This is an optimization exercise on Yosys and OpenROAD, whose aim is small area, a short achievable clock period and few clock cycles per item, not a production implementation.
Only simulation tests tie the RTL to the original design; equivalence was not proved.
No activity file was given, so power comes from the tool's default toggle rates.

==> design.v <==
package mac_pkg;
  function automatic logic [11:0] booth_enc(input logic [7:0] b);
    logic [8:0] bx;
    logic [11:0] e;
    bx = {b, 1'b0};
    for (int j = 0; j < 4; j++) begin
      e[3*j]     = bx[2*j+1] ^ bx[2*j];
      e[3*j + 1] = (bx[2*j+2] & ~bx[2*j+1] & ~bx[2*j]) | (~bx[2*j+2] & bx[2*j+1] & bx[2*j]);
      e[3*j + 2] = bx[2*j+2];
    end
    booth_enc = e;
  endfunction
endpackage
module mac_lane #(
  parameter bit INV = 1'b0
) (
  input  logic        clk,
  input  logic        load,
  input  logic [7:0]  a_in,
  input  logic [11:0] benc,
  input  logic        sat,
  input  logic        first,
  input  logic        en,
  output logic [15:0] acc,
  output logic        overflow
);
  logic [7:0] a;
  logic [11:0] be;
  logic fi;
  logic [8:0] x0, x1, x2, x3;
  logic [15:0] acc_in;
  logic [16:0] pp, gg, cy, s;
  logic ov;
  logic [15:0] wacc;        
  logic pend, psgn;         
  logic sel_w, sel_hi, sel_lo;
  logic s1;
  logic c2;
  logic s3;
  logic c4;
  logic s5;
  logic c6;
  logic s7;
  logic c8;
  logic s9;
  logic c10;
  logic s11;
  logic c12;
  logic s13;
  logic c14;
  logic s15;
  logic c16;
  logic s17;
  logic c18;
  logic s19;
  logic c20;
  logic s21;
  logic c22;
  logic s23;
  logic c24;
  logic s25;
  logic c26;
  logic s27;
  logic c28;
  logic s29;
  logic c30;
  logic s31;
  logic c32;
  logic s33;
  logic c34;
  logic s35;
  logic c36;
  logic s37;
  logic c38;
  logic s39;
  logic c40;
  logic s41;
  logic c42;
  logic s43;
  logic c44;
  logic s45;
  logic c46;
  logic s47;
  logic c48;
  logic s49;
  logic c50;
  logic s51;
  logic c52;
  logic s53;
  logic c54;
  logic s55;
  logic c56;
  logic s57;
  logic c58;
  logic s59;
  logic c60;
  logic s61;
  logic c62;
  logic s63;
  logic c64;
  logic s65;
  logic c66;
  logic s67;
  logic c68;
  logic s69;
  logic c70;
  logic s71;
  logic c72;
  logic s73;
  logic c74;
  logic s75;
  logic c76;
  logic s77;
  logic c78;
  logic G79;
  logic G80;
  logic P81;
  logic G82;
  logic P83;
  logic G84;
  logic P85;
  logic G86;
  logic P87;
  logic G88;
  logic P89;
  logic G90;
  logic P91;
  logic G92;
  logic P93;
  logic G94;
  logic G95;
  logic G96;
  logic P97;
  logic G98;
  logic P99;
  logic G100;
  logic P101;
  logic G102;
  logic P103;
  logic G104;
  logic P105;
  logic G106;
  logic P107;
  logic G108;
  logic G109;
  logic G110;
  logic G111;
  logic G112;
  logic P113;
  logic G114;
  logic P115;
  logic G116;
  logic P117;
  logic G118;
  logic P119;
  logic G120;
  logic G121;
  logic G122;
  logic G123;
  logic G124;
  logic G125;
  logic G126;
  logic G127;
  assign be = benc ^ {12{INV}};
  assign fi = first ^ INV;
  assign x0 = (({9{be[0]}} & {a[7], a}) | ({9{be[1]}} & {a, 1'b0})) ^ {9{be[2]}};
  assign x1 = (({9{be[3]}} & {a[7], a}) | ({9{be[4]}} & {a, 1'b0})) ^ {9{be[5]}};
  assign x2 = (({9{be[6]}} & {a[7], a}) | ({9{be[7]}} & {a, 1'b0})) ^ {9{be[8]}};
  assign x3 = (({9{be[9]}} & {a[7], a}) | ({9{be[10]}} & {a, 1'b0})) ^ {9{be[11]}};
  assign acc = pend ? {psgn, {15{~psgn}}} : wacc;
  assign sel_w = !fi && !pend;
  assign sel_hi = !fi && pend && psgn;
  assign sel_lo = !fi && pend && !psgn;
  assign acc_in = ({16{sel_w}} & wacc) | {sel_hi, {15{sel_lo}}};
  assign s1 = acc_in[4] ^ be[8];
  assign c2 = acc_in[4] & be[8];
  assign s3 = acc_in[5] ^ x0[5];
  assign c4 = acc_in[5] & x0[5];
  assign s5 = acc_in[6] ^ be[11] ^ x0[6];
  assign c6 = (acc_in[6] & be[11]) | (acc_in[6] & x0[6]) | (be[11] & x0[6]);
  assign s7 = x1[4] ^ x2[2];
  assign c8 = x1[4] & x2[2];
  assign s9 = acc_in[7] ^ x0[7] ^ x1[5];
  assign c10 = (acc_in[7] & x0[7]) | (acc_in[7] & x1[5]) | (x0[7] & x1[5]);
  assign s11 = x2[3] ^ x3[1];
  assign c12 = x2[3] & x3[1];
  assign s13 = 1'b1 ^ acc_in[8] ^ ~x0[8];
  assign c14 = (1'b1 & acc_in[8]) | (1'b1 & ~x0[8]) | (acc_in[8] & ~x0[8]);
  assign s15 = x1[6] ^ x2[4] ^ x3[2];
  assign c16 = (x1[6] & x2[4]) | (x1[6] & x3[2]) | (x2[4] & x3[2]);
  assign s17 = 1'b1 ^ acc_in[9] ^ x1[7];
  assign c18 = (1'b1 & acc_in[9]) | (1'b1 & x1[7]) | (acc_in[9] & x1[7]);
  assign s19 = x2[5] ^ x3[3];
  assign c20 = x2[5] & x3[3];
  assign s21 = acc_in[10] ^ ~x1[8] ^ x2[6];
  assign c22 = (acc_in[10] & ~x1[8]) | (acc_in[10] & x2[6]) | (~x1[8] & x2[6]);
  assign s23 = 1'b1 ^ acc_in[11];
  assign c24 = 1'b1 & acc_in[11];
  assign s25 = acc_in[2] ^ be[5];
  assign c26 = acc_in[2] & be[5];
  assign s27 = acc_in[3] ^ x0[3];
  assign c28 = acc_in[3] & x0[3];
  assign s29 = x0[4] ^ x1[2] ^ x2[0];
  assign c30 = (x0[4] & x1[2]) | (x0[4] & x2[0]) | (x1[2] & x2[0]);
  assign s31 = x1[3] ^ x2[1] ^ c2;
  assign c32 = (x1[3] & x2[1]) | (x1[3] & c2) | (x2[1] & c2);
  assign s33 = x3[0] ^ s7 ^ c4;
  assign c34 = (x3[0] & s7) | (x3[0] & c4) | (s7 & c4);
  assign s35 = s11 ^ c8 ^ c6;
  assign c36 = (s11 & c8) | (s11 & c6) | (c8 & c6);
  assign s37 = c12 ^ c10 ^ s13;
  assign c38 = (c12 & c10) | (c12 & s13) | (c10 & s13);
  assign s39 = s19 ^ c14 ^ c16;
  assign c40 = (s19 & c14) | (s19 & c16) | (c14 & c16);
  assign s41 = x3[4] ^ c20 ^ c18;
  assign c42 = (x3[4] & c20) | (x3[4] & c18) | (c20 & c18);
  assign s43 = s23 ^ x2[7] ^ x3[5];
  assign c44 = (s23 & x2[7]) | (s23 & x3[5]) | (x2[7] & x3[5]);
  assign s45 = acc_in[12] ^ c24 ^ ~x2[8];
  assign c46 = (acc_in[12] & c24) | (acc_in[12] & ~x2[8]) | (c24 & ~x2[8]);
  assign s47 = 1'b1 ^ acc_in[13];
  assign c48 = 1'b1 & acc_in[13];
  assign s49 = acc_in[0] ^ be[2];
  assign c50 = acc_in[0] & be[2];
  assign s51 = acc_in[1] ^ x0[1];
  assign c52 = acc_in[1] & x0[1];
  assign s53 = x0[2] ^ x1[0] ^ s25;
  assign c54 = (x0[2] & x1[0]) | (x0[2] & s25) | (x1[0] & s25);
  assign s55 = x1[1] ^ c26 ^ s27;
  assign c56 = (x1[1] & c26) | (x1[1] & s27) | (c26 & s27);
  assign s57 = s1 ^ c28 ^ s29;
  assign c58 = (s1 & c28) | (s1 & s29) | (c28 & s29);
  assign s59 = s3 ^ c30 ^ s31;
  assign c60 = (s3 & c30) | (s3 & s31) | (c30 & s31);
  assign s61 = c32 ^ s5 ^ s33;
  assign c62 = (c32 & s5) | (c32 & s33) | (s5 & s33);
  assign s63 = s9 ^ c34 ^ s35;
  assign c64 = (s9 & c34) | (s9 & s35) | (c34 & s35);
  assign s65 = s15 ^ c36 ^ s37;
  assign c66 = (s15 & c36) | (s15 & s37) | (c36 & s37);
  assign s67 = s17 ^ s39 ^ c38;
  assign c68 = (s17 & s39) | (s17 & c38) | (s39 & c38);
  assign s69 = s21 ^ c40 ^ s41;
  assign c70 = (s21 & c40) | (s21 & s41) | (c40 & s41);
  assign s71 = c22 ^ s43 ^ c42;
  assign c72 = (c22 & s43) | (c22 & c42) | (s43 & c42);
  assign s73 = x3[6] ^ c44 ^ s45;
  assign c74 = (x3[6] & c44) | (x3[6] & s45) | (c44 & s45);
  assign s75 = s47 ^ x3[7] ^ c46;
  assign c76 = (s47 & x3[7]) | (s47 & c46) | (x3[7] & c46);
  assign s77 = acc_in[14] ^ c48 ^ ~x3[8];
  assign c78 = (acc_in[14] & c48) | (acc_in[14] & ~x3[8]) | (c48 & ~x3[8]);
  assign pp[0] = (x0[0] ^ s49);
  assign gg[0] = (x0[0] & s49);
  assign pp[1] = (s51 ^ c50);
  assign gg[1] = (s51 & c50);
  assign pp[2] = (s53 ^ c52);
  assign gg[2] = (s53 & c52);
  assign pp[3] = (s55 ^ c54);
  assign gg[3] = (s55 & c54);
  assign pp[4] = (s57 ^ c56);
  assign gg[4] = (s57 & c56);
  assign pp[5] = (s59 ^ c58);
  assign gg[5] = (s59 & c58);
  assign pp[6] = (s61 ^ c60);
  assign gg[6] = (s61 & c60);
  assign pp[7] = (s63 ^ c62);
  assign gg[7] = (s63 & c62);
  assign pp[8] = (s65 ^ c64);
  assign gg[8] = (s65 & c64);
  assign pp[9] = (s67 ^ c66);
  assign gg[9] = (s67 & c66);
  assign pp[10] = (s69 ^ c68);
  assign gg[10] = (s69 & c68);
  assign pp[11] = (s71 ^ c70);
  assign gg[11] = (s71 & c70);
  assign pp[12] = (s73 ^ c72);
  assign gg[12] = (s73 & c72);
  assign pp[13] = (s75 ^ c74);
  assign gg[13] = (s75 & c74);
  assign pp[14] = (s77 ^ c76);
  assign gg[14] = (s77 & c76);
  assign pp[15] = (~acc_in[15] ^ c78);
  assign gg[15] = (~acc_in[15] & c78);
  assign pp[16] = 1'b1;
  assign gg[16] = 1'b0;
  assign G79 = gg[1] | (pp[1] & gg[0]);
  assign G80 = gg[3] | (pp[3] & gg[2]);
  assign P81 = pp[3] & pp[2];
  assign G82 = gg[5] | (pp[5] & gg[4]);
  assign P83 = pp[5] & pp[4];
  assign G84 = gg[7] | (pp[7] & gg[6]);
  assign P85 = pp[7] & pp[6];
  assign G86 = gg[9] | (pp[9] & gg[8]);
  assign P87 = pp[9] & pp[8];
  assign G88 = gg[11] | (pp[11] & gg[10]);
  assign P89 = pp[11] & pp[10];
  assign G90 = gg[13] | (pp[13] & gg[12]);
  assign P91 = pp[13] & pp[12];
  assign G92 = gg[15] | (pp[15] & gg[14]);
  assign P93 = pp[15] & pp[14];
  assign G94 = gg[2] | (pp[2] & G79);
  assign G95 = G80 | (P81 & G79);
  assign G96 = gg[6] | (pp[6] & G82);
  assign P97 = pp[6] & P83;
  assign G98 = G84 | (P85 & G82);
  assign P99 = P85 & P83;
  assign G100 = gg[10] | (pp[10] & G86);
  assign P101 = pp[10] & P87;
  assign G102 = G88 | (P89 & G86);
  assign P103 = P89 & P87;
  assign G104 = gg[14] | (pp[14] & G90);
  assign P105 = pp[14] & P91;
  assign G106 = G92 | (P93 & G90);
  assign P107 = P93 & P91;
  assign G108 = gg[4] | (pp[4] & G95);
  assign G109 = G82 | (P83 & G95);
  assign G110 = G96 | (P97 & G95);
  assign G111 = G98 | (P99 & G95);
  assign G112 = gg[12] | (pp[12] & G102);
  assign P113 = pp[12] & P103;
  assign G114 = G90 | (P91 & G102);
  assign P115 = P91 & P103;
  assign G116 = G104 | (P105 & G102);
  assign P117 = P105 & P103;
  assign G118 = G106 | (P107 & G102);
  assign P119 = P107 & P103;
  assign G120 = gg[8] | (pp[8] & G111);
  assign G121 = G86 | (P87 & G111);
  assign G122 = G100 | (P101 & G111);
  assign G123 = G102 | (P103 & G111);
  assign G124 = G112 | (P113 & G111);
  assign G125 = G114 | (P115 & G111);
  assign G126 = G116 | (P117 & G111);
  assign G127 = G118 | (P119 & G111);
  assign cy[0] = 1'b0;
  assign cy[1] = gg[0];
  assign cy[2] = G79;
  assign cy[3] = G94;
  assign cy[4] = G95;
  assign cy[5] = G108;
  assign cy[6] = G109;
  assign cy[7] = G110;
  assign cy[8] = G111;
  assign cy[9] = G120;
  assign cy[10] = G121;
  assign cy[11] = G122;
  assign cy[12] = G123;
  assign cy[13] = G124;
  assign cy[14] = G125;
  assign cy[15] = G126;
  assign cy[16] = G127;
  assign s = pp ^ cy;
  assign ov = s[16] ^ s[15];
  always_ff @(posedge clk) begin
    if (load) a <= a_in;
    if (en) begin
      wacc <= s[15:0];
      pend <= ov && sat;
      psgn <= s[16];
      overflow <= (overflow && !fi) || ov;
    end
  end
endmodule
module mac_array #(
  parameter int DATA_WIDTH = 8,
  parameter int ACC_WIDTH  = 16,
  parameter int NUM_LANES  = 8,
  parameter int VEC_LEN    = 8,
  parameter int SIGNED     = 1
) (
  input  logic                           clk,
  input  logic                           rst_n,
  input  logic                           clr,
  input  logic                           in_valid,
  output logic                           in_ready,
  input  logic [NUM_LANES*DATA_WIDTH-1:0] a_in,
  input  logic [DATA_WIDTH-1:0]          b_in,
  input  logic                           sat_en,
  output logic                           out_valid,
  input  logic                           out_ready,
  output logic [NUM_LANES*ACC_WIDTH-1:0] acc_out,
  output logic [NUM_LANES-1:0]           overflow,
  output logic                           busy
);
  logic [2:0] cnt;             
  logic v1;                    
  logic first, last, sat;      
  logic first_n;               
  logic [11:0] benc, benc_n;   
  logic [11:0] benc_d;
  logic hold, accept, step;
  logic blk;                   
  logic v1_n, ov_n;
  assign benc_d = mac_pkg::booth_enc(b_in);
  assign hold = out_valid && !out_ready;
  assign step = v1 && !hold;
  assign in_ready = !clr && !(blk && !out_ready);
  assign accept = in_valid && in_ready;
  assign busy = (cnt != 3'd0) || (v1 && last) || out_valid;
  always_comb begin
    v1_n = v1;
    ov_n = out_valid;
    if (clr) begin
      v1_n = 1'b0;
      ov_n = 1'b0;
    end else begin
      if (accept) v1_n = 1'b1;
      else if (step) v1_n = 1'b0;
      if (step && last) ov_n = 1'b1;
      else if (out_valid && out_ready) ov_n = 1'b0;
    end
  end
  always_ff @(posedge clk or negedge rst_n) begin
    if (!rst_n) begin
      cnt <= '0;
      v1 <= 1'b0;
      out_valid <= 1'b0;
      blk <= 1'b0;
    end else begin
      if (clr) cnt <= '0;
      else if (accept) cnt <= cnt + 1'b1;
      v1 <= v1_n;
      out_valid <= ov_n;
      blk <= v1_n && ov_n;
    end
  end
  always_ff @(posedge clk) begin
    if (accept) begin
      benc <= benc_d;
      benc_n <= ~benc_d;
      sat <= sat_en;
      first <= (cnt == 3'd0);
      first_n <= (cnt != 3'd0);
      last <= (cnt == 3'd7);
    end
  end
  for (genvar i = 0; i < NUM_LANES; i++) begin : g_lane
    localparam bit INVL = (i >= NUM_LANES / 2);
    logic [11:0] lane_benc;
    logic lane_first;
    assign lane_benc = INVL ? benc_n : benc;
    assign lane_first = INVL ? first_n : first;
    mac_lane #(.INV(INVL)) u_lane (
      .clk(clk),
      .load(accept),
      .a_in(a_in[i*DATA_WIDTH +: DATA_WIDTH]),
      .benc(lane_benc),
      .sat(sat),
      .first(lane_first),
      .en(step),
      .acc(acc_out[i*ACC_WIDTH +: ACC_WIDTH]),
      .overflow(overflow[i])
    );
  end
endmodule
==> flow/run.sh <==
#!/bin/bash
# Own layout flow: the standard layout (standard synthesis unchanged), with each port buffered
# by a buf_2 instead of the default delay-buffer cell. The make output goes to flow_make.log here.
set -euo pipefail
cd "$(dirname "$0")/.."
bash standard.sh 'BUFFER_PORTS_ARGS=-buffer_cell sky130_fd_sc_hd__buf_2' finish > flow_make.log 2>&1
==> standard.sh <==
#!/bin/bash
# synth_recipe.tcl (not shown) runs the flow's synth.tcl, then flattens the netlist and writes it again
# the make line also repeats each setting of config.mk as NAME=value (left out here)
make -C /OpenROAD-flow-scripts/flow DESIGN_CONFIG=/design/flow/config.mk WORK_HOME=/design/flow/orfs CLKGATE_MAP_FILE= SYNTH_SCRIPT=/design/flow/synth_recipe.tcl "${@:-finish}"
==> config.mk <==
export PLATFORM = sky130hd
export DESIGN_NAME = mac_array
export DESIGN_NICKNAME = mac_array
export VERILOG_FILES = /design/flow/design.v
export SDC_FILE = /design/flow/constraint.sdc
export NUM_CORES = 4
export LEC_CHECK = 0
export CAP_MARGIN = 20
export CORE_MARGIN = 2
export CORE_UTILIZATION = 40
export SETUP_SLACK_MARGIN = 1.6
export SLEW_MARGIN = 20
export TNS_END_PERCENT = 25
==> constraint.sdc <==
create_clock -name core_clock -period 6.0 [get_ports {clk}]
set_input_delay 1.2000 -clock core_clock [delete_from_list [all_inputs] [get_ports {clk}]]
set_output_delay 1.2000 -clock core_clock [all_outputs]
set_load 0.01 [all_outputs]
==> run summary, run 1 <==
multi-input combinational cell area roughly 0.017 mm²; Pre-antenna DRT Iters 5; CTS buffer count 34; largest family of logic cells by synthesized area adder cells; status complete, no violations; Cell Int Power roughly 8.6 mW; Seq pwr share a little over a fifth; H-tree depth 2; HP Class input port to async pin; TritonCTS clock tree done; Final Non-Filler Cells about 3.8k; register area ~0.0075 mm²; Synth Area in Adders ~28%; endpoints failing setup 0; worst path required time 6.31 ns; initial antenna violation count 9; Total Nets Final between 3k and 4k; Die ar. slightly below 0.07 mm²; CTS Hold Bufs 0; DRC violations left 0; Crit. End Element register; Slew Limit Fails 0; Post-synth EDFFs ~240; Placeable Area around 0.065 mm²; Placed Cells 3595; Clock Skew between 0.03 and 0.04 ns; final worst path period share 72.4%; pwr dens 507 mW/mm²; Die X 260 µm; post-DP HPWL 53.7 mm; Sw Ratio ~44%; flop and latch count out of synthesis 250; post-DR vias/cell around 5.3; post-synthesis mux area share 0.195%; top_reg_cell synth edfxtp_1; I/O pins about 220; Slew HR between 30% and 40%; xor/xnor share of the synthesized area between 10 and 15%; grt ovf 0; Worst-Skew Late Latency between 0.5 and 0.6 ns; Ys Warns 3; share of flip-flops with an asynchronous set or reset between 2 and 2.5%; CTS Root Cell clkbuf_16; CP Class register to register; antenna-violating nets left 0; Synth Area in Compound Gates 13.9%; synthesized area about 0.026 mm²; ratio of cells with drive above 1 in the final layout 17.3%; FP Rows 93; Final Hold Viols 0; vias in the first global route a little over 20k; Die Ht 260 µm; dominant cell type by area after synthesis edfxtp_1; P&R area growth vs syn 15.9%; Setup WS pre-CTS 1.08 ns; Fmax between 0.2 and 0.25 GHz; final setup TNS 0 ns; wire per inst ~20 µm; DR iter-0 viols around 1.4k; Critical Path Source Type register; post-synthesis sequential area ratio ~28%; synth top area cells edfxtp_1 28%, fa_1 18%, xnor2_1 10%, ha_1 10%, inv_1 6.5%; clk sinks between 200 and 300; Switch Pwr about 6.8 mW; GP Congestion around 0.91; CTS max path bufs 3; Pleak 13.3 nW; Comb power frac about two thirds; synthesized area per cell 9.95 µm²; Fillers 6125; MaxCap Viol Count 0; VDD IR max 0.000222 V; clock share of power 12.4%; Period minus WS final around 4.3 ns; Starting Density between 40% and 50%; Slew @ Worst Pin 1.02 ns; Unique masters post-synth 67; CP max FO 15; setup ws final 1.66 ns; number of port buffers around 220; synthesized instance count around 2.6k; top cell type's share of synthesized area 27.9%; Clock transition at path regs around 0.060 ns; largest net degree at the start of global routing 67; via count 19.8k; final WL ~73 mm; global-route wire length before repair roughly 120 mm; worst hold slack 0.462 ns; Synth Area in Simple Gates about 7.4%; GR Util All Layers about 22%; RSZ-0062 raised after global routing true; Worst EP arrival around 4.7 ns
[area by class of cell]
| type | instances | share of cell area [%] |
|---|---|---|
| Antenna cell | 1 | 0.00823 |
| Clock buffer | 40 | 2.94 |
| Clock inverter | 20 | 0.399 |
| Inverter | 455 | 5.66 |
| Multi-Input combinational cell | 1772 | 55.0 |
| Sequential cell | 250 | 24.6 |
| Tap cell | 855 | 3.52 |
| Timing Repair Buffer | 357 | 7.89 |
| Timing Repair inverter | 1 | 0.0247 |
[flip-flops by register name, summed over array words and instances (netlist names)]
| signal | flops |
|---|---|
| benc | 12 |
| v1 | 1 |
| g_lane.u_lane.a | 64 |
| blk | 1 |
| g_lane.u_lane.pend | 8 |
| first | 1 |
| sat | 1 |
| benc_n | 12 |
| last | 1 |
| out_valid | 1 |
| cnt | 3 |
| g_lane.u_lane.psgn | 8 |
| first_n | 1 |
| g_lane.u_lane.wacc | 128 |
| g_lane.u_lane.overflow | 8 |
[through the flow]
stage	area (µm²)	utilization (%)	power, mW
CTS	29800	46.1	15.1
global route	30400	47.0	16.9
finish	30400	47.0	15.4
global placement	28100	43.4	12.6
floorplan	26200	-	10.5
detailed placement	28100	43.4	12.9
[per-layer routing]
layer | wire, µm | share of wire [%] | GRT usage, %
met5 | 80 | 0.11 | 0
met4 | 2650 | 3.6 | 7.59
met3 | 5220 | 7.1 | 4.53
met2 | 33200 | 45 | 34.3
met1 | 32100 | 44 | 29.5
[critical path, stage by stage, from the launching register on]
cell	delay, ns
edfxtp_1	0.42
buf_12	0.18
buf_4	0.19
a22oi_1	0.21
xnor2_1	0.18
fa_1	0.49
fa_1	0.57
ha_1	0.23
and2_4	0.17
a221oi_4	0.26
nand2_1	0.12
and2_1	0.21
o21ai_1	0.14
nand2b_1	0.10
fa_1	0.44
xor2_1	0.17
[cells by family (layout without fill, tap and decap cells)]
family / after synthesis / count (layout)
buffers and inverters: 615 / 873
AO/OA/AOI/OAI: 548 / 548
multiplexers: 5 / 5
flip-flops: 250 / 250
AND/OR/NAND/NOR: 395 / 395
other: 0 / 1
XOR/XNOR: 372 / 372
adder cells (fa/ha/maj): 452 / 452
[Yosys cell counts (all sizes together) (41+ instances only)]
| cell type | number |
|---|---|
| buf | 41 |
| and2 | 92 |
| a21oi | 84 |
| ha | 211 |
| clkbuf | 117 |
| edfxtp | 244 |
| nor2 | 71 |
| inv | 453 |
| xnor2 | 302 |
| nand2 | 136 |
| o22ai | 113 |
| a22oi | 112 |
| xor2 | 70 |
| o21ai | 91 |
| o21a | 85 |
| fa | 240 |
[final timing paths]
check | startpoint | slack [ns] | to | depth (start not counted)
worst max-delay path | benc[0]$_DFFE_PP_ | 1.66 | g_lane[3].u_lane.wacc[9]$_DFFE_PP_ | 15
worst min-delay path | rst_n | 0.46 | cnt[2]$_DFFE_PN0P_ | 1
worst max register to register | benc[0]$_DFFE_PP_ | 1.66 | g_lane[3].u_lane.wacc[9]$_DFFE_PP_ | 15
worst min register to register | cnt[0]$_DFFE_PN0P_ | 0.51 | cnt[0]$_DFFE_PN0P_ | 1
max in group asynchronous | rst_n | 5.38 | v1$_DFF_PN0_ | 1
min in group core_clock | cnt[0]$_DFFE_PN0P_ | 0.51 | cnt[0]$_DFFE_PN0P_ | 1
[power groups by stage]
stage / Clock, mW / Sequential [mW] / Combinational [mW]
detailed placement: 0 / 3.33 / 9.58
CTS: 1.97 / 3.22 / 9.88
global route: 2.02 / 3.28 / 11.6
global placement: 0 / 3.32 / 9.27
floorplan: 0 / 3.18 / 7.29
finish: 1.92 / 3.23 / 10.3
[cell usage in the layout, fill, tap and decap left out, drive strengths merged, types with 3 or more instances in the layout]
cell type  count
inv          455
buf          357
xnor2        302
edfxtp       244
fa           240
ha           211
nand2        136
o22ai        113
a22oi        112
and2          92
o21ai         91
o21a          85
a21oi         84
nor2          71
xor2          70
clkbuf        40
a21o          24
and3          22
nand2b        16
nor3          15
clkinv        15
nor2b         10
or3            9
nand4          7
nand3          7
clkinvlp       6
o31a           6
dfrtp          6
o31ai          5
o21bai         5
nand4b         4
mux2i          4
o211ai         4
o2bb2ai        3
a211oi         3
[what timing repair did]
item,CTS,global route
setup endpoints to repair,76,55
cloned,1,0
buffers inserted,60,34
pin swaps,2,20
resized for setup,26,94
Testbench counts, summed over its fixed seeds: cycles 3,088, vectors 384.
==> run 2, diff against run 1 <==
--- a/config.mk
+++ b/config.mk
@@ -10,4 +10,3 @@
 export CORE_UTILIZATION = 40
 export SETUP_SLACK_MARGIN = 1.6
 export SLEW_MARGIN = 20
-export TNS_END_PERCENT = 25
==> run summary, run 2 <==
status complete, no violations; largest net degree at the start of global routing between 90 and 100; Pre-antenna DRT Iters 7; Worst R2R Path Depth 16; Pwr Total about 16 mW; post-synthesis sequential area ratio approximately 28%; via count ~20k; Synth Area in Simple Gates 7.43%; Final Hold Viols 0; initial antenna violation count 10; pwr dens 518 mW/mm²; Post-Layout Inst Area about 0.031 mm²; max FFs per register between 100 and 150; Crit. Startpoint first$_DFFE_PP_; Pleak between 10 and 15 nW; Fillers 6088; VDD IR max around 0.00023 V; dominant cell type by area after synthesis edfxtp_1; DR iter-0 viols between 1k and 1.5k; register with the most flip-flops g_lane.u_lane.wacc; post-synthesis mux area share less than 1%; xor/xnor share of the synthesized area between 10% and 20%; commonest cells in the netlist 452 x inv_1, 302 x xnor2_1, 244 x edfxtp_1, 240 x fa_1, 211 x ha_1; FP Rows slightly above 90; grt ovf 0; Ys Warns 3; worst hold slack about 0.47 ns; Clock transition at path regs ~0.05 ns; flop and latch count out of synthesis 250; synthesized instance count around 2.6k; I/O pins approximately 220; Worst-Skew Late Latency ~0.55 ns; top_reg_cell synth edfxtp_1; endpoints failing setup 0; share of flip-flops with an asynchronous set or reset about 2.4%; Post-synth EDFFs about 240; RSZ-0062 raised after global routing true; critical-path cell list bufinv_16, buf_16, and2_1, ha_1, inv_1, fa_1, fa_1, inv_1, ha_1, a21oi_2, o21ai_0, and2_1, nand2_1, nand2_1, fa_1, xor2_1; number of port buffers around 220; CP Class register to register; CTS buffer count 34; multi-input combinational cell area around 0.017 mm²; final WL roughly 73 mm; post-DP HPWL 53.0 mm; Crit. End Element register; Unique masters post-synth 67; CP most frequent cell fa_1; Slew HR between 30% and 40%; CTS max path bufs 3; final setup TNS 0 ns; register area about 0.0075 mm²; R2R Path End g_lane[0].u_lane.wacc[9]$_DFFE_PP_; placed instance area 0.0281 mm²; Starting Density between 40 and 50%; Worst EP arrival ~4.6 ns; synthesized area 0.0262 mm²; Slew Limit Fails 0; clk sinks 250; Die X approximately 260 µm; top cell type's share of synthesized area between 20 and 30%; P&R area growth vs syn 17.1%; Clock Skew 0.0180 ns; Placeable Area between 0.06 and 0.07 mm²; most frequent cells in the layout 445 x inv_1, 301 x xnor2_1, 244 x edfxtp_1; Total Nets Final between 3k and 4k; Reg-to-Reg Start first$_DFFE_PP_; post-DR vias/cell between 5 and 6; largest family of logic cells by synthesized area adder cells; final worst path period share between 70% and 80%; most common cell after layout, fill and taps aside inv_1; TritonCTS clock tree done; Synth Area in Adders 28.4%; CP max-delay cell fa_1; HP Class input port to async pin; synth top area cells edfxtp_1 28%, fa_1 18%, xnor2_1 10%, ha_1 10%, inv_1 6.5%; ratio of cells with drive above 1 in the final layout around 18%; Critical Path Source Type register; Regs by FF count g_lane.u_lane.wacc x128, g_lane.u_lane.a x64; Synth Area in Compound Gates approximately 14%; H-tree depth 2; GP Congestion around 0.9; vias in the first global route slightly above 20k; delay-heaviest family, CP adder cells; wire per inst between 15 and 20 µm; critical path's largest stage delay approximately 0.54 ns; CTS Root Cell clkbuf_16; Die ar. between 0.06 and 0.07 mm²; synthesized area per cell 9.95 µm²; Period minus WS final approximately 4.3 ns; antenna-violating nets left 0; DRC violations left 0; most frequent cell after synthesis inv_1; worst setup slack for register-to-register paths about 1.7 ns; MaxCap Viol Count 0; CP bufs+invs 4; CP max FO 31; Die Ht approximately 260 µm; global-route wire length before repair between 100 and 150 mm; Slew @ Worst Pin 0.976 ns; GR Util All Layers 21.6%; Fmax ~0.23 GHz; worst path required time 6.30 ns
-- run 2: changes by cell type in the layout (fill, tap and decap cells not counted), moves of 5 or more --
cell,before,now
ha_1,207,202
a22oi_1,105,97
buf_8,6,0
a22oi_2,7,15
bufinv_16,0,7
clkinvlp_4,6,1
-- run 2: timing repair --
| item | CTS | global route |
|---|---|---|
| resized for setup | 25 | 115 |
| buffers inserted | 63 | 35 |
| cloned | 0 | 4 |
| hold buffers | 0 | 0 |
| setup endpoints to repair | 80 | 53 |
| pin swaps | 1 | 26 |
-- run 2: final cells by class --
cell class                 instances  area share (%)
multi-input combinational       1772            54.8
sequential                       250            24.3
timing repair buffer             357            7.85
inverter                         455            5.66
tap                              855            3.48
clock buffer                      41            2.99
clock inverter                    18           0.790
timing repair inverter             2          0.0570
antenna                            4          0.0326
-- run 2: worst register-to-register path: stages, from the launching register on --
cell and delay (ns):
edfxtp_1 0.49, bufinv_16 0.27, buf_16 0.18, and2_1 0.17, ha_1 0.15, inv_1 0.06
fa_1 0.50, fa_1 0.54, inv_1 0.04, ha_1 0.33, a21oi_2 0.18, o21ai_0 0.12
and2_1 0.21, nand2_1 0.09, nand2_1 0.07, fa_1 0.46, xor2_1 0.18
-- run 2: through the flow --
step / cells / worst slack [ns] / util [%]
finish: 3754 / 1.72 / 47.5
global route: 3753 / 1.51 / 47.5
CTS: 3711 / 1.57 / 46.3
detailed placement: 3589 / 0.653 / 43.4
global placement: 3589 / 0.722 / 43.4
floorplan: 2637 / 1.61 / -
-- run 2: where the power goes --
group	switching [mW]	total, mW	internal (mW)	leakage [nW]
Clock	0.834	2.18	1.34	0.572
Sequential	0.175	3.23	3.05	2.37
Combinational	5.90	10.5	4.60	10.5
-- run 2: cell families after synthesis --
group / Yosys count
compound gates: 548
xor+xnor: 372
fa+ha+maj: 452
buf+inv: 615
flops: 250
mux: 5
simple gates: 395
-- run 2: metal layers --
layer,vias up,GRT usage [%],part of all wire (%)
li1,9232,-,-
met5,-,0,0.072
met3,119,4.11,6.0
met1,9708,29.3,45
met4,10,6.94,3.1
met2,587,34.7,46
-- run 2: worst max path at each step --
stage | endpoint | cells past startpoint
5_1_grt | g_lane[0].u_lane.wacc[9]$_DFFE_PP_ | 16
2_1_floorplan | g_lane[3].u_lane.wacc[9]$_DFFE_PP_ | 19
3_3_place_gp | g_lane[2].u_lane.pend$_DFFE_PP_ | 15
6_report | g_lane[0].u_lane.wacc[9]$_DFFE_PP_ | 16
4_1_cts | g_lane[2].u_lane.pend$_DFFE_PP_ | 15
3_5_place_dp | g_lane[2].u_lane.pend$_DFFE_PP_ | 15
==> run 3, diff against run 2 <==
--- a/config.mk
+++ b/config.mk
@@ -8,5 +8,5 @@
 export CAP_MARGIN = 20
 export CORE_MARGIN = 2
 export CORE_UTILIZATION = 40
-export SETUP_SLACK_MARGIN = 1.6
+export SETUP_SLACK_MARGIN = 1.8
 export SLEW_MARGIN = 20
==> run summary, run 3 <==
I/O pins roughly 220; Regs by FF count g_lane.u_lane.wacc x128, g_lane.u_lane.a x64; Post-Layout Inst Area 0.0324 mm²; worst setup slack for register-to-register paths roughly 1.9 ns; placed instance area roughly 0.028 mm²; FP Rows a little over 90; CTS buffer count 31; Critical Path Source Type register; P&R area growth vs syn 23.4%; Setup WS pre-CTS 0.958 ns; multi-input combinational cell area about 0.018 mm²; R2R Path End g_lane[7].u_lane.overflow$_DFFE_PP_; most frequent cells in the layout 423 x inv_1, 283 x xnor2_1, 244 x edfxtp_1; global-route wire length before repair approximately 110 mm; GP Congestion approximately 0.86; Unique masters post-synth 67; top_reg_cell synth edfxtp_1; clk sinks 250; worst path required time ~6.3 ns; Clock Skew around 0.017 ns; Pwr Total about 17 mW; CTS Root Cell clkbuf_16; pwr dens between 500 and 600 mW/mm²; Worst EP arrival ~4.5 ns; register with the most flip-flops g_lane.u_lane.wacc; TritonCTS clock tree done; number of port buffers between 200 and 250; Die X between 200 and 300 µm; CTS Hold Bufs 0; synthesized instance count ~2.6k; register area 0.00748 mm²; Worst-Skew Late Latency 0.60 ns; Die Ht about 260 µm; Die ar. between 0.06 and 0.07 mm²; Final Hold Viols 0; Slew HR about 33%; top cell type's share of synthesized area 27.9%; H-tree depth 1; flop and latch count out of synthesis 250; wire per inst 19.5 µm; status complete, no violations; VDD IR max around 0.00023 V; share of flip-flops with an asynchronous set or reset around 2.4%; CTS max path bufs 3; final worst path period share 69.1%; commonest cells in the netlist 452 x inv_1, 302 x xnor2_1, 244 x edfxtp_1, 240 x fa_1, 211 x ha_1; Worst R2R Path Depth 15; largest net degree at the start of global routing roughly 110; CP Class register to register; DR iter-0 viols 1272; Fillers 5862; GR Util All Layers a little over a fifth; RSZ-0062 raised after global routing true; endpoints failing setup 0; Ys Warns 3; DRC violations left 0; Pre-antenna DRT Iters 5; most frequent cell after synthesis inv_1; Period minus WS final roughly 4.1 ns; grt ovf 0; Fmax around 0.24 GHz; synth top area cells edfxtp_1 28%, fa_1 18%, xnor2_1 10%, ha_1 10%, inv_1 6.5%; max FFs per register approximately 130; Clock transition at path regs approximately 0.07 ns; Crit. End Element register; worst hold slack 0.428 ns; initial antenna violation count 9; synthesized area per cell between 9 and 10 µm²; final WL about 75 mm; Slew @ Worst Pin 1.00 ns; post-DP HPWL roughly 53 mm; Slew Limit Fails 0; HP Class input port to async pin; post-DR vias/cell roughly 5.2; Post-synth EDFFs between 200 and 250; final setup TNS 0 ns; Starting Density between 40% and 50%; dominant cell type by area after synthesis edfxtp_1; post-synthesis sequential area ratio ~28%; Reg-to-Reg Start benc_n[3]$_DFFE_PP_; MaxCap Viol Count 0; most common cell after layout, fill and taps aside inv_1; synthesized area about 0.026 mm²; CP max FO 4; ratio of cells with drive above 1 in the final layout 26.4%; vias in the first global route 20.2k; antenna-violating nets left 0; Total Nets Final around 3.5k; Pleak 13.9 nW; via count 20.0k; Placeable Area roughly 0.065 mm²; setup ws final around 1.9 ns
==> run 3: cell counts after synthesis <==
No cell type changed its count.
==> run 3: per-layer routing <==
metal  up-vias  track usage [%]  wire length (µm)
met1      9832             29.8             33400
met4         6             6.62              2390
met3       147             3.47              4620
met2       582             33.5             34500
met5         -                0                32
li1       9403                -                 -
==> run 3: cells by family (layout without fill, tap and decap cells) <==
| kind of cell | after synthesis | in the layout | share of synthesized area, % |
|---|---|---|---|
| muxes | 5 | 5 | 0.195 |
| other | 0 | 4 | 0 |
| xor gates and xnor gates | 372 | 372 | 12.4 |
| adders and majority gates | 452 | 452 | 28.4 |
| AOI/OAI and AO/OA | 548 | 548 | 13.9 |
| and+or+nand+nor | 395 | 396 | 7.43 |
| DFF | 250 | 250 | 28.5 |
| buffers and inverters | 615 | 951 | 9.17 |
==> run 3: power by group <==
part / switching (mW) / leakage [nW] / internal [mW]
Sequential: 0.188 / 2.37 / 3.05
Combinational: 6.25 / 11.1 / 5.26
Clock: 0.821 / 0.483 / 1.07
==> run 3: timing repair <==
action	4_1_cts	5_1_grt
pin swaps	29	168
setup buffers	87	88
endpoints found under the setup margin	90	68
gates cloned	1	6
gates resized for setup	93	312
==> run 3: area by class of cell <==
cell class,count,area share (%)
inverter,455,5.36
sequential,250,23.1
tap,855,3.30
antenna,4,0.0309
clock inverter,25,0.680
timing repair buffer,439,9.79
clock buffer,32,2.41
multi-input combinational,1773,55.3
==> run 3: stage by stage <==
| stage | std cells | util, % |
|---|---|---|
| finish | 3833 | 50.1 |
| global route | 3831 | 50.0 |
| CTS | 3735 | 46.6 |
| detailed placement | 3590 | 43.4 |
| global placement | 3590 | 43.4 |
| floorplan | 2637 | - |
==> run 3: critical path, cell delays in order, from the launching register on <==
cell and delay, ns:
edfxtp_1 0.42, buf_6 0.16, o22ai_2 0.20, xnor2_1 0.12
fa_1 0.45, fa_1 0.50, inv_1 0.06, fa_1 0.50
inv_1 0.06, ha_4 0.25, a21oi_1 0.19, o21ai_2 0.10
and3_1 0.22, o31a_1 0.31, nor3_2 0.23, o21ai_1 0.11
==> run 3: worst max path at each step <==
stage                                    startpoint                                   to  slack, ns  cells after the start
floorplan           g_lane[4].u_lane.pend$_DFFE_PP_  g_lane[4].u_lane.overflow$_DFFE_PP_       1.80                     16
global placement    g_lane[2].u_lane.pend$_DFFE_PP_   g_lane[2].u_lane.wacc[9]$_DFFE_PP_       0.96                     16
detailed placement  g_lane[2].u_lane.pend$_DFFE_PP_   g_lane[2].u_lane.wacc[9]$_DFFE_PP_       0.96                     16
CTS                               benc[0]$_DFFE_PP_  g_lane[1].u_lane.overflow$_DFFE_PP_       1.73                     15
global route                    benc_n[3]$_DFFE_PP_      g_lane[7].u_lane.pend$_DFFE_PP_       1.71                     15
finish                          benc_n[3]$_DFFE_PP_  g_lane[7].u_lane.overflow$_DFFE_PP_       1.85                     15
==> run 4, diff against run 3 <==
--- a/config.mk
+++ b/config.mk
@@ -10,3 +10,4 @@
 export CORE_UTILIZATION = 40
 export SETUP_SLACK_MARGIN = 1.8
 export SLEW_MARGIN = 20
+export TNS_END_PERCENT = 25
==> run summary, run 4 <==
Total Nets Final between 3k and 4k; xor/xnor share of the synthesized area about an eighth; register area approximately 0.0075 mm²; initial antenna violation count 10; Unique masters post-synth 67; Critical Path Source Type register; Starting Density about two fifths; largest net degree at the start of global routing 67; Slew HR between 30% and 40%; MaxCap Viol Count 0; global-route wire length before repair between 100 and 150 mm; VDD IR max between 0.0002 and 0.00025 V; Synth Area in Compound Gates 13.9%; Fillers between 5k and 6k; CP Class register to register; clk sinks 250; Worst EP arrival between 4 and 5 ns; Synth Area in Adders between 20% and 30%; Post-Layout Inst Area between 0.03 and 0.04 mm²; CP bufs+invs 3; FP Rows 93; Fmax 0.240 GHz; CTS max path bufs 3; CP max FO 12; GR Util All Layers between 20% and 30%; synthesized area per cell between 9 and 10 µm²; Slew Limit Fails 0; DR iter-0 viols approximately 1.3k; most frequent cell after synthesis inv_1; share of flip-flops with an asynchronous set or reset 2.40%; multi-input combinational cell area approximately 0.017 mm²; setup ws final 1.83 ns; worst hold slack between 0.4 and 0.5 ns; status complete, no violations; Reg-to-Reg Start benc[0]$_DFFE_PP_; worst path required time around 6.3 ns; Crit. Startpoint benc[0]$_DFFE_PP_; dominant cell type by area after synthesis edfxtp_1; GP Congestion just over 0.9; top cell type's share of synthesized area roughly 28%; pwr dens 518 mW/mm²; RSZ-0062 raised after global routing true; post-DR vias/cell around 5.3; Die X 260 µm; Synth Area in Simple Gates 7.43%; H-tree depth 2; Ys Warns 3; antenna-violating nets left 0; Period minus WS final between 4 and 5 ns; synth top area cells edfxtp_1 28%, fa_1 18%, xnor2_1 10%, ha_1 10%, inv_1 6.5%; Final Hold Viols 0; Post-synth EDFFs roughly 240; Placeable Area about 0.065 mm²; P&R area growth vs syn 20.0%; CP max-delay cell fa_2; ratio of cells with drive above 1 in the final layout between 20% and 30%; synthesized instance count about 2.6k; commonest cells in the netlist 452 x inv_1, 302 x xnor2_1, 244 x edfxtp_1, 240 x fa_1, 211 x ha_1; TritonCTS clock tree done; post-synthesis sequential area ratio between 20% and 30%; Clock Skew 0.0320 ns; top_reg_cell synth edfxtp_1; CTS Hold Bufs 0; final WL around 75 mm; final worst path period share a little over two thirds; CTS buffer count 34; via count 20.0k; synthesized area about 0.026 mm²; most common cell after layout, fill and taps aside inv_1; critical-path cell list buf_12, buf_4, buf_4, a22oi_2, xnor2_2, fa_1, fa_2, ha_4, a21o_1, a21oi_2, nand2_1, and2_4, o21ai_1, nand2b_1, fa_2, xor2_1; placed instance area 0.0281 mm²; vias in the first global route around 21k; HP Class input port to async pin; endpoints failing setup 0; post-synthesis mux area share less than 1%; Regs by FF count g_lane.u_lane.wacc x128, g_lane.u_lane.a x64; critical path's largest stage delay around 0.60 ns; Die Ht between 200 and 300 µm; Crit. End Element register; max FFs per register 128; post-DP HPWL roughly 54 mm; DRC violations left 0; number of port buffers approximately 220; final setup TNS 0 ns; wire per inst roughly 20 µm; Die ar. slightly below 0.07 mm²; Pleak ~14 nW; Setup WS pre-CTS around 1.1 ns; Pre-antenna DRT Iters 5; Worst-Skew Late Latency between 0.5 and 0.6 ns; delay-heaviest family, CP adder cells; register with the most flip-flops g_lane.u_lane.wacc; most frequent cells in the layout 439 x inv_1, 294 x xnor2_1, 244 x edfxtp_1; Slew @ Worst Pin 1.01 ns; grt ovf 0; Core Util, Final 48.7%; I/O pins 217; largest family of logic cells by synthesized area adder cells; CTS Root Cell clkbuf_16; flop and latch count out of synthesis between 200 and 300; Clock transition at path regs 0.06 ns
## run 4: changes by cell type in the layout (fill, tap and decap cells not counted), sizes merged
cell	change
clkinvlp	-3
buf	-38
bufinv	-3
inv	+1
bufbuf	+1
diode	-1
clkinv	+1
clkbuf	+3
## run 4: cells by family (layout without fill, tap and decap cells)
| kind of cell | count (synthesis) | after routing |
|---|---|---|
| and+or+nand+nor | 395 | 396 |
| DFF | 250 | 250 |
| buffers and inverters | 615 | 913 |
| AOI/OAI and AO/OA | 548 | 548 |
| other | 0 | 3 |
| adders and majority gates | 452 | 452 |
| xor gates and xnor gates | 372 | 372 |
| muxes | 5 | 5 |
## run 4: worst paths after layout
check	endpoint	slack, ns	cells past startpoint
setup / recovery	g_lane[2].u_lane.wacc[9]$_DFFE_PP_	1.83	16
hold / removal	cnt[2]$_DFFE_PN0P_	0.47	1
setup reg to reg	g_lane[2].u_lane.wacc[9]$_DFFE_PP_	1.83	16
hold reg to reg	cnt[0]$_DFFE_PN0P_	0.51	1
max in group asynchronous	v1$_DFF_PN0_	5.38	1
min in group core_clock	cnt[0]$_DFFE_PN0P_	0.51	1
## run 4: what timing repair did
item                       4_1_cts  5_1_grt
gates resized for setup         90      171
setup buffers                   76       57
gates cloned                     2        1
pin swaps                       27       90
setup endpoints to repair       91       69
## run 4: where the power goes
part	total (mW)	internal, mW	switching [mW]
clock	1.91	1.07	0.840
combinational	11.2	5.03	6.14
sequential	3.23	3.05	0.182
total	16.3	9.15	7.16
## run 4: per-layer routing
layer / vias up / track usage, % / routed length [µm]
met5: - / 0 / 80
met4: 12 / 7.44 / 2610
met3: 154 / 4.53 / 5170
met2: 678 / 34.9 / 34300
met1: 9849 / 29.5 / 32700
li1: 9308 / - / -
## run 4: area by class of cell
class | count | share of cell area [%]
antenna | 3 | 0.0238
clock buffer | 40 | 2.84
clock inverter | 20 | 0.385
inverter | 455 | 5.48
multi-input combinational | 1773 | 55.2
sequential | 250 | 23.7
tap | 855 | 3.40
timing repair buffer | 397 | 8.94
timing repair inverter | 1 | 0.0238
## run 4: per-stage QoR
stage,total power [mW],instances
2_1_floorplan,10.5,2637
3_3_place_gp,12.6,3595
3_5_place_dp,12.9,3595
4_1_cts,15.4,3733
5_1_grt,17.8,3792
6_report,16.3,3794
==> run 5, diff against run 4 <==
==> flow/run.sh (replaced) <==
#!/bin/bash
# Own layout flow: the standard layout (standard synthesis unchanged), with each port buffered
# by a buf_2 instead of the default delay-buffer cell, and with timing repair free to resize a cell
# to any cell of the same function (not only the same footprint).
# The make output goes to flow_make.log here.
set -euo pipefail
cd "$(dirname "$0")/.."
bash standard.sh 'BUFFER_PORTS_ARGS=-buffer_cell sky130_fd_sc_hd__buf_2' 'MATCH_CELL_FOOTPRINT=0' finish > flow_make.log 2>&1
--- a/config.mk
+++ b/config.mk
@@ -10,4 +10,4 @@
 export CORE_UTILIZATION = 40
 export SETUP_SLACK_MARGIN = 1.8
 export SLEW_MARGIN = 20
-export TNS_END_PERCENT = 25
+export TNS_END_PERCENT = 10
==> run summary, run 5 <==
status complete, no violations; post-DR vias/cell between 5 and 6; Period minus WS final approximately 4.2 ns; global-route wire length before repair about 120 mm; FP Rows just over 90; synthesized area per cell around 10 µm²; Die ar. around 0.068 mm²; VDD IR max approximately 0.00023 V; worst hold slack around 0.46 ns; share of flip-flops with an asynchronous set or reset about 2.4%; largest net degree at the start of global routing 67; Pre-antenna DRT Iters 5; endpoints failing setup 0; P&R area growth vs syn 21.8%; HP Class input port to async pin; ratio of cells with drive above 1 in the final layout around a quarter; CTS max path bufs 3; pwr dens approximately 520 mW/mm²; register with the most flip-flops g_lane.u_lane.wacc; critical-path cell list buf_12, buf_6, a22oi_2, xnor2_2, fa_2, inv_2, fa_1, fa_1, inv_1, ha_4, nand4_1, nor3_2, nor2_4, buf_4, nand2_2, a21oi_1, xnor2_1; worst setup slack for register-to-register paths about 1.8 ns; DRC violations left 0; GP Congestion around 0.9; H-tree depth 2; Unique masters post-synth between 60 and 70; Worst EP arrival about 4.5 ns; MaxCap Viol Count 0; DR iter-0 viols 1476; CP max-delay cell fa_1; Total Nets Final roughly 3.5k; critical path's largest stage delay 0.55 ns; RSZ-0062 raised after global routing true; Fmax about 0.24 GHz; final WL between 70 and 80 mm; top_reg_cell synth edfxtp_1; TritonCTS clock tree done; Reg-to-Reg Start benc[0]$_DFFE_PP_; CP bufs+invs 5; synthesized instance count approximately 2.6k; Die X between 200 and 300 µm; initial antenna violation count 8; clk sinks between 200 and 300; post-DP HPWL 53.7 mm; Ys Warns 3; CTS buffer count 34; Slew @ Worst Pin roughly 1.0 ns; Critical Path Source Type register; GR Util All Layers between 20 and 25%; R2R Path End g_lane[0].u_lane.wacc[11]$_DFFE_PP_; CP most frequent cell fa_1; Final Hold Viols 0; commonest cells in the netlist 452 x inv_1, 302 x xnor2_1, 244 x edfxtp_1, 240 x fa_1, 211 x ha_1; flop and latch count out of synthesis between 200 and 300; Clock Skew ~0.033 ns; Die Ht around 260 µm; synth top area cells edfxtp_1 28%, fa_1 18%, xnor2_1 10%, ha_1 10%, inv_1 6.5%; Placed Cells approximately 3.6k; post-synthesis sequential area ratio around 28%; CP max FO 15; wire per inst just under 20 µm; vias in the first global route around 20k; Regs by FF count g_lane.u_lane.wacc x128, g_lane.u_lane.a x64; Worst-Skew Late Latency around 0.56 ns; grt ovf 0; number of port buffers around 220; antenna-violating nets left 0; most frequent cells in the layout 435 x inv_1, 292 x xnor2_1, 244 x edfxtp_1; max FFs per register 128; via count roughly 20k; final worst path period share 69.8%; Slew HR 31.3%; Post-synth EDFFs between 200 and 250; I/O pins 217; delay-heaviest family, CP adder cells; Clock transition at path regs 0.06 ns; CTS Root Cell clkbuf_16; most common cell after layout, fill and taps aside inv_1; Worst R2R Path Depth 17; top cell type's share of synthesized area between 20 and 30%; synthesized area around 0.026 mm²; Placeable Area 0.0647 mm²; Final Non-Filler Cells between 3k and 4k; Pleak about 14 nW; final setup TNS 0 ns; dominant cell type by area after synthesis edfxtp_1; Crit. End Element register; most frequent cell after synthesis inv_1; CP Class register to register; Starting Density 40.6%; worst path required time about 6.3 ns; Slew Limit Fails 0
run 5: cell count changes in the layout (fill, tap and decap cells not counted), sizes merged:
| cell | before | now |
|---|---|---|
| diode | 3 | 1 |
| clkbuf | 40 | 48 |
| clkinv | 17 | 15 |
| clkinvlp | 5 | 7 |
| bufbuf | 1 | 0 |
| buf | 396 | 412 |
run 5: layer usage:
metal | GRT usage, % | vias up | routed length, µm
met3 | 4.54 | 145 | 4630
met2 | 34.8 | 603 | 35100
met1 | 29.5 | 10006 | 33500
li1 | - | 9357 | -
met5 | 0 | - | 80
met4 | 7.41 | 12 | 2480
run 5: logic make-up (layout without fill, tap and decap cells):
kind of cell / after synthesis / in the layout / synth area share (%)
buffers and inverters: 615 / 936 / 9.17
AOI/OAI and AO/OA: 548 / 548 / 13.9
adders and majority gates: 452 / 452 / 28.4
and+or+nand+nor: 395 / 396 / 7.43
xor gates and xnor gates: 372 / 372 / 12.4
DFF: 250 / 250 / 28.5
muxes: 5 / 5 / 0.195
other: 0 / 1 / 0
run 5: power breakdown:
group	internal, mW	leakage [nW]	switching, mW	total [mW]
registers	3.05	2.37	0.187	3.24
logic	5.19	10.9	6.27	11.5
clock network	1.07	0.497	0.846	1.92
run 5: stage by stage:
stage | power, mW | worst slack [ns] | instance area, µm² | util (%)
CTS | 15.3 | 1.71 | 30200 | 46.7
global placement | 12.6 | 1.18 | 28100 | 43.4
global route | 18.1 | 1.66 | 32000 | 49.4
finish | 16.6 | 1.81 | 32000 | 49.4
detailed placement | 12.9 | 1.08 | 28100 | 43.4
floorplan | 10.5 | 1.44 | 26200 | -
run 5: worst max-delay path by stage:
stage          cells after the start                            start                                  end
4_1_cts                           15               benc[10]$_DFFE_PP_  g_lane[0].u_lane.overflow$_DFFE_PP_
6_report                          17                benc[0]$_DFFE_PP_  g_lane[0].u_lane.wacc[11]$_DFFE_PP_
2_1_floorplan                     19  g_lane[3].u_lane.pend$_DFFE_PP_   g_lane[3].u_lane.wacc[9]$_DFFE_PP_
5_1_grt                           17  g_lane[7].u_lane.psgn$_DFFE_PP_   g_lane[7].u_lane.wacc[9]$_DFFE_PP_
3_3_place_gp                      16                  first$_DFFE_PP_   g_lane[3].u_lane.wacc[9]$_DFFE_PP_
3_5_place_dp                      14                benc[3]$_DFFE_PP_      g_lane[2].u_lane.pend$_DFFE_PP_
run 5: worst reg2reg max path: cells and delay by family, from the launching register on:
family | cells | cell delay (ns)
adder cells (fa/ha/maj) | 4 | 1.63
AND/OR/NAND/NOR | 4 | 0.66
buffers and inverters | 5 | 0.63
flip-flops | 1 | 0.50
AO/OA/AOI/OAI | 2 | 0.26
XOR/XNOR | 2 | 0.23
run 5: what timing repair did:
| item | in CTS | in global routing |
|---|---|---|
| gates cloned | 2 | 4 |
| setup buffers | 75 | 78 |
| endpoints found under the setup margin | 91 | 71 |
| hold buffers | 0 | 0 |
| pin swaps | 23 | 113 |
| resized for setup | 86 | 227 |
run 5: area by class of cell:
class | count | area (µm²)
well taps | 855 | 1070
multi-input cells | 1773 | 17600
clock buffers | 40 | 895
flip-flops and latches | 250 | 7480
repair buffers | 420 | 3060
repair inverters | 1 | 7.51
inverters | 455 | 1730
diodes | 1 | 2.50
fillers | 5952 | 32700
clock inverters | 20 | 121
==> run 6, diff against run 5 <==
--- a/config.mk
+++ b/config.mk
@@ -8,6 +8,6 @@
 export CAP_MARGIN = 20
 export CORE_MARGIN = 2
 export CORE_UTILIZATION = 40
-export SETUP_SLACK_MARGIN = 1.8
+export SETUP_SLACK_MARGIN = 2.0
 export SLEW_MARGIN = 20
-export TNS_END_PERCENT = 10
+export TNS_END_PERCENT = 25
==> run summary, run 6 <==
status complete, no violations; Clock transition at path regs about 0.07 ns; Slew HR between 20 and 30%; HP Class input port to async pin; H-tree depth 2; post-synthesis sequential area ratio around 28%; Starting Density between 40% and 50%; commonest cells in the netlist 452 x inv_1, 302 x xnor2_1, 244 x edfxtp_1, 240 x fa_1, 211 x ha_1; largest net degree at the start of global routing 67; Crit. End Element register; pwr dens 530 mW/mm²; top_reg_cell synth edfxtp_1; Synth Area in Compound Gates between 10 and 15%; Fillers 5848; flop and latch count out of synthesis between 200 and 300; register with the most flip-flops g_lane.u_lane.wacc; number of port buffers 216; most common cell after layout, fill and taps aside inv_1; synthesized area per cell about 10 µm²; Worst-Skew Late Latency ~0.56 ns; Synth Area in Adders around 28%; I/O pins 217; Pre-antenna DRT Iters 6; Unique masters post-synth 67; synth top area cells edfxtp_1 28%, fa_1 18%, xnor2_1 10%, ha_1 10%, inv_1 6.5%; top cell type's share of synthesized area ~28%; Post-synth EDFFs around 240; most frequent cells in the layout 421 x inv_1, 279 x xnor2_1, 244 x edfxtp_1; GR Util All Layers 22.7%; TritonCTS clock tree done; Pwr Total between 15 and 20 mW; Die ar. between 0.06 and 0.07 mm²; GP Congestion 0.909; DR iter-0 viols about 1.4k; synthesized area roughly 0.026 mm²; Period minus WS final slightly above 4 ns; Die Ht between 200 and 300 µm; Critical Path Source Type register; Final Hold Viols 0; critical-path cell list buf_12, buf_4, a22oi_2, xnor2_2, fa_2, inv_1, fa_1, fa_1, inv_1, ha_4, a21oi_2, o21ai_2, and3_4, o31ai_4, and3_4, nor3_1; endpoints failing setup 0; wire per inst approximately 20 µm; synthesized instance count about 2.6k; post-DP HPWL 53.7 mm; Slew Limit Fails 0; DRC violations left 0; CP Class register to register; xor/xnor share of the synthesized area between 10% and 20%; RSZ-0062 raised after global routing true; worst path required time roughly 6.3 ns; max FFs per register about 130; Pleak roughly 14 nW; FP Rows 93; dominant cell type by area after synthesis edfxtp_1; CP max-delay cell fa_1; Total Nets Final around 3.5k; CTS Hold Bufs 0; CP max FO 6; Worst EP arrival ~4.4 ns; final setup TNS 0 ns; P&R area growth vs syn 24.9%; most frequent cell after synthesis inv_1; global-route wire length before repair between 100 and 150 mm; Regs by FF count g_lane.u_lane.wacc x128, g_lane.u_lane.a x64; register area about 0.0075 mm²; Fmax between 0.2 and 0.25 GHz; largest family of logic cells by synthesized area adder cells; post-synthesis mux area share 0.195%; CTS Root Cell clkbuf_16; final WL between 70 and 80 mm; Core Util, Final between 50% and 60%; Placeable Area roughly 0.065 mm²; antenna-violating nets left 0; critical path's largest stage delay between 0.5 and 0.6 ns; via count 20.4k; grt ovf 0; clk sinks 250; Slew @ Worst Pin around 1.1 ns; Ys Warns 3; share of flip-flops with an asynchronous set or reset 2.40%; Die X about 260 µm; post-DR vias/cell roughly 5.3; initial antenna violation count 8; multi-input combinational cell area between 0.015 and 0.02 mm²; ratio of cells with drive above 1 in the final layout 27.2%; Synth Area in Simple Gates 7.43%; VDD IR max between 0.0002 and 0.00025 V; vias in the first global route about 21k; Clock Skew about 0.032 ns; MaxCap Viol Count 0; CTS max path bufs 3; CTS buffer count 34; final worst path period share just under 70%
[run 6: worst paths after layout]
kind,endpoint,slack [ns],depth (start not counted),start
worst max-delay path,g_lane[2].u_lane.pend$_DFFE_PP_,1.86,16,benc[0]$_DFFE_PP_
worst min-delay path,cnt[2]$_DFFE_PN0P_,0.47,1,rst_n
worst max register to register,g_lane[2].u_lane.pend$_DFFE_PP_,1.86,16,benc[0]$_DFFE_PP_
worst min register to register,cnt[0]$_DFFE_PN0P_,0.51,1,cnt[0]$_DFFE_PN0P_
max in group asynchronous,v1$_DFF_PN0_,5.38,1,rst_n
min in group core_clock,cnt[0]$_DFFE_PN0P_,0.51,1,cnt[0]$_DFFE_PN0P_
[run 6: cell type report]
class,instances,area share (%)
Multi-Input combinational cell,1772,55.1
Timing Repair Buffer,455,10.4
Tap cell,855,3.26
Clock buffer,40,2.73
Antenna cell,2,0.0153
Sequential cell,250,22.8
Inverter,455,5.29
Timing Repair inverter,1,0.0229
Clock inverter,20,0.370
[run 6: layer usage]
layer	track usage (%)	vias to the layer above	routed length (µm)
li1	-	9419	-
met1	30.4	10062	32800
met2	36.3	702	35600
met3	4.26	173	5280
met4	8.90	12	3070
met5	0	-	80
[run 6: worst max-delay path, delay by kind of cell, from the launching register on]
family | cells | cell delay, ns
compound gates | 4 | 0.77
xor+xnor | 1 | 0.11
fa+ha+maj | 4 | 1.56
buf+inv | 4 | 0.45
flops | 1 | 0.45
simple gates | 3 | 0.50
[run 6: logic make-up after synthesis]
family	after synthesis
AOI/OAI and AO/OA	548
xor gates and xnor gates	372
adders and majority gates	452
buffers and inverters	615
DFF	250
muxes	5
and+or+nand+nor	395
[run 6: stage by stage]
stage	hold slack [ns]	area [µm²]	cells	worst slack, ns
2_1_floorplan	0.465	26200	2637	1.44
6_report	0.467	32800	3850	1.86
3_3_place_gp	0.494	28100	3595	1.18
5_1_grt	0.457	32800	3848	1.73
3_5_place_dp	0.517	28100	3595	1.08
4_1_cts	0.434	32000	3826	1.95
[run 6: power by group]
part	switching (mW)	total [mW]	internal (mW)
clock	0.845	1.92	1.07
combinational	6.51	12.2	5.70
sequential	0.185	3.24	3.05
[run 6: what timing repair did]
item | in CTS | in global routing
gates cloned | 4 | 2
gates resized for setup | 303 | 116
buffers inserted | 167 | 20
setup endpoints to repair | 98 | 75
pin swaps | 151 | 93
==> run 7, diff against run 6 <==
==> flow/run.sh (replaced) <==
#!/bin/bash
# Own layout flow: the standard layout (standard synthesis unchanged), with each port buffered
# by a buf_2 instead of the default delay-buffer cell, and with Yosys/ABC's buffers removed at
# floorplan instead of a timing repair before placement (timing is repaired after placement).
# The make output goes to flow_make.log here.
set -euo pipefail
cd "$(dirname "$0")/.."
bash standard.sh 'BUFFER_PORTS_ARGS=-buffer_cell sky130_fd_sc_hd__buf_2' 'REMOVE_ABC_BUFFERS=1' finish > flow_make.log 2>&1
--- a/config.mk
+++ b/config.mk
@@ -10,4 +10,3 @@
 export CORE_UTILIZATION = 40
 export SETUP_SLACK_MARGIN = 2.0
 export SLEW_MARGIN = 20
-export TNS_END_PERCENT = 25
==> run summary, run 7 <==
status complete, no violations; number of port buffers approximately 220; Worst EP arrival between 4 and 5 ns; P&R area growth vs syn 30.1%; Starting Density approximately two fifths; Reg-to-Reg Start g_lane[3].u_lane.pend$_DFFE_PP_; R2R Path End g_lane[3].u_lane.wacc[6]$_DFFE_PP_; max FFs per register 128; synthesized area between 0.02 and 0.03 mm²; Ys Warns 3; worst path required time approximately 6.4 ns; Fmax 0.239 GHz; most frequent cell after synthesis inv_1; Final Hold Viols 0; worst setup slack for register-to-register paths roughly 1.8 ns; Unique masters post-synth between 60 and 70; I/O pins ~220; Die X about 260 µm; Pleak 14.5 nW; Fillers roughly 5.6k; final setup TNS 0 ns; flop and latch count out of synthesis 250; initial antenna violation count 8; Post-synth EDFFs approximately 240; post-synthesis sequential area ratio approximately 28%; CTS max path bufs 3; Post-Layout Inst Area ~0.034 mm²; Die ar. 0.0677 mm²; CTS buffer count 31; endpoints failing setup 0; GP Congestion approximately 0.86; wire per inst 20.0 µm; Core Util, Final a little over half; top_reg_cell synth edfxtp_1; Regs by FF count g_lane.u_lane.wacc x128, g_lane.u_lane.a x64; Crit. End Element register; Worst R2R Path Depth 21; CP max FO 4; synth top area cells edfxtp_1 28%, fa_1 18%, xnor2_1 10%, ha_1 10%, inv_1 6.5%; share of flip-flops with an asynchronous set or reset ~2.4%; antenna-violating nets left 0; final worst path period share approximately 70%; Critical Path Source Type register; Slew HR 33.2%; Total Nets Final approximately 3.5k; DR iter-0 viols ~1.3k; Pre-antenna DRT Iters 5; most common cell after layout, fill and taps aside inv_1; Clock Skew between 0.03 and 0.04 ns; largest net degree at the start of global routing approximately 150; H-tree depth 1; clk sinks 250; CTS Root Cell clkbuf_16; register with the most flip-flops g_lane.u_lane.wacc; TritonCTS clock tree done; synthesized area per cell 9.95 µm²; ratio of cells with drive above 1 in the final layout roughly a third; commonest cells in the netlist 452 x inv_1, 302 x xnor2_1, 244 x edfxtp_1, 240 x fa_1, 211 x ha_1; top cell type's share of synthesized area 27.9%; Slew @ Worst Pin approximately 1.0 ns; vias in the first global route around 21k; HP Class input port to async pin; post-DP HPWL 52.6 mm; global-route wire length before repair 117 mm; Die Ht 260 µm; CP Class register to register; Slew Limit Fails 0; synthesized instance count 2637; Clock transition at path regs approximately 0.060 ns; via count between 20k and 25k; CTS Hold Bufs 0; placed instance area 0.0281 mm²; MaxCap Viol Count 0; Worst-Skew Late Latency 0.63 ns; RSZ-0062 raised after global routing true; most frequent cells in the layout 410 x inv_1, 265 x xnor2_1, 244 x edfxtp_1; post-DR vias/cell 5.31; DRC violations left 0; grt ovf 0; dominant cell type by area after synthesis edfxtp_1; Placeable Area roughly 0.065 mm²; GR Util All Layers 21.8%; pwr dens 538 mW/mm²; final WL around 80 mm; FP Rows 93; VDD IR max about 0.00030 V; Period minus WS final between 4 and 5 ns
-- run 7: critical path, stage by stage, from the launching register on --
cell and delay, ns:
edfxtp_1 0.41, buf_12 0.16, o21a_4 0.21, and2_4 0.17, ha_4 0.14, inv_2 0.05
fa_1 0.43, fa_1 0.53, inv_2 0.05, ha_4 0.22, and2_4 0.15, a221oi_4 0.30
nand2_2 0.11, buf_4 0.15, buf_4 0.12, buf_4 0.12, buf_4 0.13, buf_4 0.12
buf_4 0.12, buf_4 0.13, nor2_4 0.07, nor2_1 0.04
-- run 7: logic make-up (layout without fill, tap and decap cells) --
kind of cell             Yosys count  after routing  share of synthesized area (%)
flip-flops                       250            250                           28.5
XOR/XNOR                         372            372                           12.4
buffers and inverters            615           1018                           9.17
other                              0              4                              0
AO/OA/AOI/OAI                    548            548                           13.9
adder cells (fa/ha/maj)          452            452                           28.4
multiplexers                       5              5                          0.195
AND/OR/NAND/NOR                  395            395                           7.43
-- run 7: worst max-delay path by stage --
stage               slack [ns]                             from                                   to  cells after the start
floorplan                 0.68                        out_ready  g_lane[0].u_lane.overflow$_DFFE_PP_                      3
global placement          0.76  g_lane[2].u_lane.pend$_DFFE_PP_      g_lane[2].u_lane.pend$_DFFE_PP_                     15
detailed placement        0.75  g_lane[2].u_lane.pend$_DFFE_PP_      g_lane[2].u_lane.pend$_DFFE_PP_                     15
CTS                       1.93              benc_n[3]$_DFFE_PP_      g_lane[7].u_lane.pend$_DFFE_PP_                     17
global route              1.69                benc[9]$_DFFE_PP_      g_lane[0].u_lane.pend$_DFFE_PP_                     16
finish                    1.82  g_lane[3].u_lane.pend$_DFFE_PP_   g_lane[3].u_lane.wacc[6]$_DFFE_PP_                     21
-- run 7: power by group --
| group | total, mW | switching, mW | internal (mW) |
|---|---|---|---|
| Clock | 1.91 | 0.819 | 1.09 |
| Combinational | 13.2 | 6.93 | 6.30 |
| Sequential | 3.24 | 0.185 | 3.05 |
-- run 7: routing by layer --
metal	wire length, µm	vias up	track usage [%]
met2	36500	693	34.6
met5	9	-	0
met3	4500	190	3.43
met1	33900	10315	29.9
li1	-	9522	-
met4	3030	2	8.79
-- run 7: through the flow --
stage / hold WS (ns) / std cells / setup WS (ns) / total power [mW]
floorplan: 0.465 / 2477 / 0.677 / 10.4
global placement: 0.493 / 3594 / 0.759 / 12.6
detailed placement: 0.528 / 3594 / 0.747 / 12.9
CTS: 0.359 / 3808 / 1.93 / 16.5
global route: 0.377 / 3896 / 1.69 / 19.8
finish: 0.392 / 3899 / 1.82 / 18.4
-- run 7: area by class of cell --
cell class / instances / area [µm²] / area share [%]
Inverter: 455 / 1760 / 5.16
Antenna cell: 4 / 10.0 / 0.0293
Timing Repair Buffer: 505 / 3960 / 11.6
Tap cell: 855 / 1070 / 3.13
Multi-Input combinational cell: 1772 / 18900 / 55.2
Clock inverter: 16 / 156 / 0.458
Sequential cell: 250 / 7480 / 21.9
Clock buffer: 42 / 857 / 2.51
-- run 7: what timing repair did --
item	4_1_cts	5_1_grt
pin swaps	138	198
endpoints found under the setup margin	100	79
resized for setup	287	315
gates cloned	5	6
setup buffers	151	81

[afterwards: timing with drivers on the ports]
In the flow no input, the clock included, has a driving cell. The finished layouts below were timed again as built, in two steps. Step 1 (the two cells are an assumption about what drives the block):
set clk [get_ports {clk}]
set_driving_cell -lib_cell sky130_fd_sc_hd__clkbuf_16 $clk
set_driving_cell -lib_cell sky130_fd_sc_hd__buf_2 [delete_from_list [all_inputs] $clk]
Step 2, shift: input delay + t, output delay - t, t = (earliest + latest rising clock arrival at the registers) / 2. This alone moves slack from input paths to output paths. Three values: no drivers, after step 1, after step 2; two values: the first two.
run	shift t [ns]	setup slack, ns	clock arrival spread, ns	worst register clock-pin slew, ns
run 1	0.601	1.656 / 1.656 / 1.656	0.037 / 0.037	0.06 / 0.06
run 2	0.602	1.724 / 1.724 / 1.724	0.022 / 0.022	0.06 / 0.06
run 3	0.647	1.854 / 1.854 / 1.854	0.018 / 0.019	0.07 / 0.07
run 4	0.608	1.834 / 1.834 / 1.834	0.036 / 0.036	0.06 / 0.06
run 5	0.612	1.814 / 1.814 / 1.814	0.038 / 0.038	0.07 / 0.07
run 6	0.608	1.859 / 1.859 / 1.859	0.036 / 0.036	0.07 / 0.07
run 7	0.669	1.821 / 1.821 / 1.821	0.038 / 0.039	0.07 / 0.07
After both steps every run listed still meets setup and hold.
